From an optimization exercise on the open Yosys and OpenROAD flow, aimed at small area and few clock cycles; shortcuts taken in it are not production practice.
RTL that was checked went through simulation tests only; none was proved equivalent to the original.
No activity file was given, so power comes from the tool's default toggle rates.

Setup of v6:
==> flow/design.v (excerpt) <==
module block_mean_ascii_quantizer #(
  parameter int MAX_WIDTH  = bmaq_pkg::MAX_WIDTH_DEF,
  parameter int BLOCK_ROWS = bmaq_pkg::BLOCK_ROWS_DEF,
  parameter int BLOCK_COLS = bmaq_pkg::BLOCK_COLS_DEF
) (
  input  wire logic                            clk_i,
  input  wire logic                            rst_ni,
  input  wire logic                            cfg_we_i,
  input  wire logic [bmaq_pkg::CFG_IDX_W-1:0]  cfg_index_i,
  input  wire logic [bmaq_pkg::CFG_DATA_W-1:0] cfg_data_i,
  input  wire logic                            s_axis_tvalid_i,
  output logic                                 s_axis_tready_o,
  input  wire logic [7:0]                      s_axis_tdata_i,    
  output logic                                 m_axis_tvalid_o,
  input  wire logic                            m_axis_tready_i,
  output logic      [7:0]                      m_axis_tdata_o,    
  output logic                                 m_axis_tlast_o,
  output logic      [0:0]                      m_axis_tuser_o     
);
Size: roughly 3,800 cells after synthesis, ~2,100 flip-flops, about 38 I/O pins, roughly 52,000 µm² of cells after synthesis.
==> flow/config.mk <==
export PLATFORM = sky130hd
export DESIGN_NAME = block_mean_ascii_quantizer
export DESIGN_NICKNAME = block_mean_ascii_quantizer
export VERILOG_FILES = /design/flow/design.v
export SDC_FILE = /design/flow/constraint.sdc
export NUM_CORES = 4
export LEC_CHECK = 0
export ABC_AREA = 1
export CAP_MARGIN = 20
export CORE_MARGIN = 2
export CORE_UTILIZATION = 60
export CTS_CLUSTER_DIAMETER = 100
export CTS_CLUSTER_SIZE = 28
export SLEW_MARGIN = 20
==> flow/constraint.sdc <==
create_clock -name core_clock -period 9.0 [get_ports {clk_i}]
set_input_delay 1.8000 -clock core_clock [delete_from_list [all_inputs] [get_ports {clk_i}]]
set_output_delay 1.8000 -clock core_clock [all_outputs]
set_load 0.01 [all_outputs]
run.sh (not shown) runs the stock make flow with config.mk's settings and CLKGATE_MAP_FILE= SYNTH_SCRIPT=/design/flow/synth_recipe.tcl, a recipe that flattens the netlist after the stock synthesis.
### v6 -> v7
-- flow/design.v --
<<< v6, line 114
  output logic      [0:0]                      m_axis_tuser_o     
);
  localparam int NWin  = 7;
  localparam int WinW  = $clog2(NWin);
  localparam int ColW  = $clog2(MAX_WIDTH);
>>> v7, line 114
  output logic      [0:0]                      m_axis_tuser_o     
);
  localparam int NWin  = 8;
  localparam int WinW  = $clog2(NWin);
  localparam int ColW  = $clog2(MAX_WIDTH);
Findings:
There was hardly any difference in chip width between v6 and v7. Looking at met1 demand-to-capacity share in global routing, v7 sits 0.25 points lower than v6 does. Compared v7 against v6; area enclosed by the die boundary within noise. The total number of multi-input combinational cells reported for v7 is greater than that of v6 by 7. The clock network area share of v6 and that of v7 are within noise of each other. Compared with v6, in v7 first-pass GRT wire length decreased by 4000 µm relative to the old numbers; final critical-path share of the clock period saw an increase.
Testbench counts of v7, summed over its fixed seeds: cycles 192,960.
Function not checked in v6: the RTL went through the layout flow alone.

run A:
RTL: one of the versions met above, not the one the previous note started from.
For scale: roughly 3800 cells after synthesis, about 2100 flip-flops, roughly 52000 µm² of cells after synthesis.
==> flow/design.v (excerpt) <==
module block_mean_ascii_quantizer #(
  parameter int MAX_WIDTH  = bmaq_pkg::MAX_WIDTH_DEF,
  parameter int BLOCK_ROWS = bmaq_pkg::BLOCK_ROWS_DEF,
  parameter int BLOCK_COLS = bmaq_pkg::BLOCK_COLS_DEF
) (
  input  wire logic                            clk_i,
  input  wire logic                            rst_ni,
  input  wire logic                            cfg_we_i,
  input  wire logic [bmaq_pkg::CFG_IDX_W-1:0]  cfg_index_i,
  input  wire logic [bmaq_pkg::CFG_DATA_W-1:0] cfg_data_i,
  input  wire logic                            s_axis_tvalid_i,
  output logic                                 s_axis_tready_o,
  input  wire logic [7:0]                      s_axis_tdata_i,    
  output logic                                 m_axis_tvalid_o,
  input  wire logic                            m_axis_tready_i,
  output logic      [7:0]                      m_axis_tdata_o,    
  output logic                                 m_axis_tlast_o,
  output logic      [0:0]                      m_axis_tuser_o     
);
==> flow/config.mk <==
export PLATFORM = sky130hd
export DESIGN_NAME = block_mean_ascii_quantizer
export DESIGN_NICKNAME = block_mean_ascii_quantizer
export VERILOG_FILES = /design/flow/design.v
export SDC_FILE = /design/flow/constraint.sdc
export NUM_CORES = 4
export LEC_CHECK = 0
export ABC_AREA = 1
export CAP_MARGIN = 20
export CORE_MARGIN = 2
export CORE_UTILIZATION = 60
export CTS_CLUSTER_DIAMETER = 110
export CTS_CLUSTER_SIZE = 32
export SLEW_MARGIN = 20
==> flow/constraint.sdc <==
create_clock -name core_clock -period 9.0 [get_ports {clk_i}]
set_input_delay 1.8000 -clock core_clock [delete_from_list [all_inputs] [get_ports {clk_i}]]
set_output_delay 1.8000 -clock core_clock [all_outputs]
set_load 0.01 [all_outputs]
Testbench counts of run A, summed over its fixed seeds: cycles 192,960.
> inputs changed (run A -> run B)
--- a/flow/design.v
+++ b/flow/design.v
@@ -79,18 +79,19 @@
     use_seg[NPow-1:0] = len_rest[NPow-1:0];
   end
   logic [NIB_W-1:0] link [NSeg+1];
   assign link[0] = grp_in[NWIN];
   for (genvar s = 0; s < NSeg; s++) begin : g_seg
     localparam int Len = (s < NPow) ? (1 << s) : Rem;
-    logic [NIB_W-1:0] q [Len];
-    always_ff @(posedge clk_i) begin
-      q[0] <= link[s];
-      for (int i = 1; i < Len; i++) q[i] <= q[i-1];
+    logic [NIB_W*Len-1:0] q;
+    if (Len == 1) begin : g_one
+      always_ff @(posedge clk_i) q <= link[s];
+    end else begin : g_many
+      always_ff @(posedge clk_i) q <= {q[NIB_W*(Len-1)-1:0], link[s]};
     end
-    assign link[s+1] = use_seg[s] ? q[Len-1] : link[s];
+    assign link[s+1] = use_seg[s] ? q[NIB_W*Len-1 -: NIB_W] : link[s];
   end
   assign tail = link[NSeg];
 endmodule
 `default_nettype wire
 `default_nettype none
 import bmaq_pkg::*;
@@ -110,13 +111,13 @@
   output logic                                 m_axis_tvalid_o,
   input  wire logic                            m_axis_tready_i,
   output logic      [7:0]                      m_axis_tdata_o,    
   output logic                                 m_axis_tlast_o,
   output logic      [0:0]                      m_axis_tuser_o     
 );
-  localparam int NWin  = 8;
+  localparam int NWin  = 12;
   localparam int WinW  = $clog2(NWin);
   localparam int ColW  = $clog2(MAX_WIDTH);
   localparam int LenW  = $clog2(MAX_WIDTH - 3 * NWin);
   localparam int SubW  = (BLOCK_COLS > 1) ? $clog2(BLOCK_COLS) : 1;
   localparam int RibW  = (BLOCK_ROWS > 1) ? $clog2(BLOCK_ROWS) : 1;
   localparam int RowSW = $clog2(BLOCK_COLS * 255 + 1);
[summary]
- Where via count is concerned, run A is better than run B.
- Looking at delay contributed by the slowest stage of the critical path across run B and run A, the one that comes out lower is run A.
- In the metrics for run B and run A, the one carrying the higher compound-gate portion of the synthesized area is run B.
- Fraction of power consumed by combinational cells, run B and run A: lower on run A
- Run B | status: complete | timing, DRC, antenna: pass
- Run B improves on run A in hold slack.
- Of run B and run A, the run reporting the higher power consumed by combinational cells was run B.
- Sequential cell area share in run B vs run A: down 1.9 points
- Summary of run B over run A: final cell area excluding filler cells went up 1400 µm², share of the final layout cell area in multi-input gates went up 1.6 points.
- Higher top fanout value on the critical path goes to run A over run B.
- Count of plain and timing-repair buffers up 27 in run B wrt run A
- Comparing run B and run A, synthesized area is lower on run A.
- In run B, the post-synthesis net count came out 7.8% above the value in run A.
Testbench counts of run B, summed over its fixed seeds: cycles 192,960.

==> separate check: timing with driven ports <==
How much do the figures lean on ideal ports? The routed layouts below were timed once more, with nothing changed but the port constraints.
Step 1: set_driving_cell puts a clkbuf_16 on clk_i and a buf_2 on each other input, an assumption about the parent block.
Step 2 moves the port delays by t, midway between the first and last clock arrival at a register: inputs arrive t later, outputs are due t later. That takes back most of the time a late clock gives input paths.
Three values: ideal, step 1, step 2; two values: the first two.
run | t (ns) | setup WS [ns] | worst slew at a driven data input, ns | cell pins on the clock port's net
v6 | 0.730 | 1.234 / 1.275 / 0.545 | 0.05 | 1
v7 | 0.721 | 0.912 / 0.912 / 0.506 | 0.04 | 1
run A | 0.729 | 0.958 / 0.958 / 0.556 | 0.05 | 1
run B | 0.724 | 0.626 / 0.626 / 0.626 | 0.04 | 1
After both steps every run listed still meets setup and hold. For v6, which loses most, drivers alone change the setup slack by +0.041 ns; drivers and shift together by -0.689 ns.
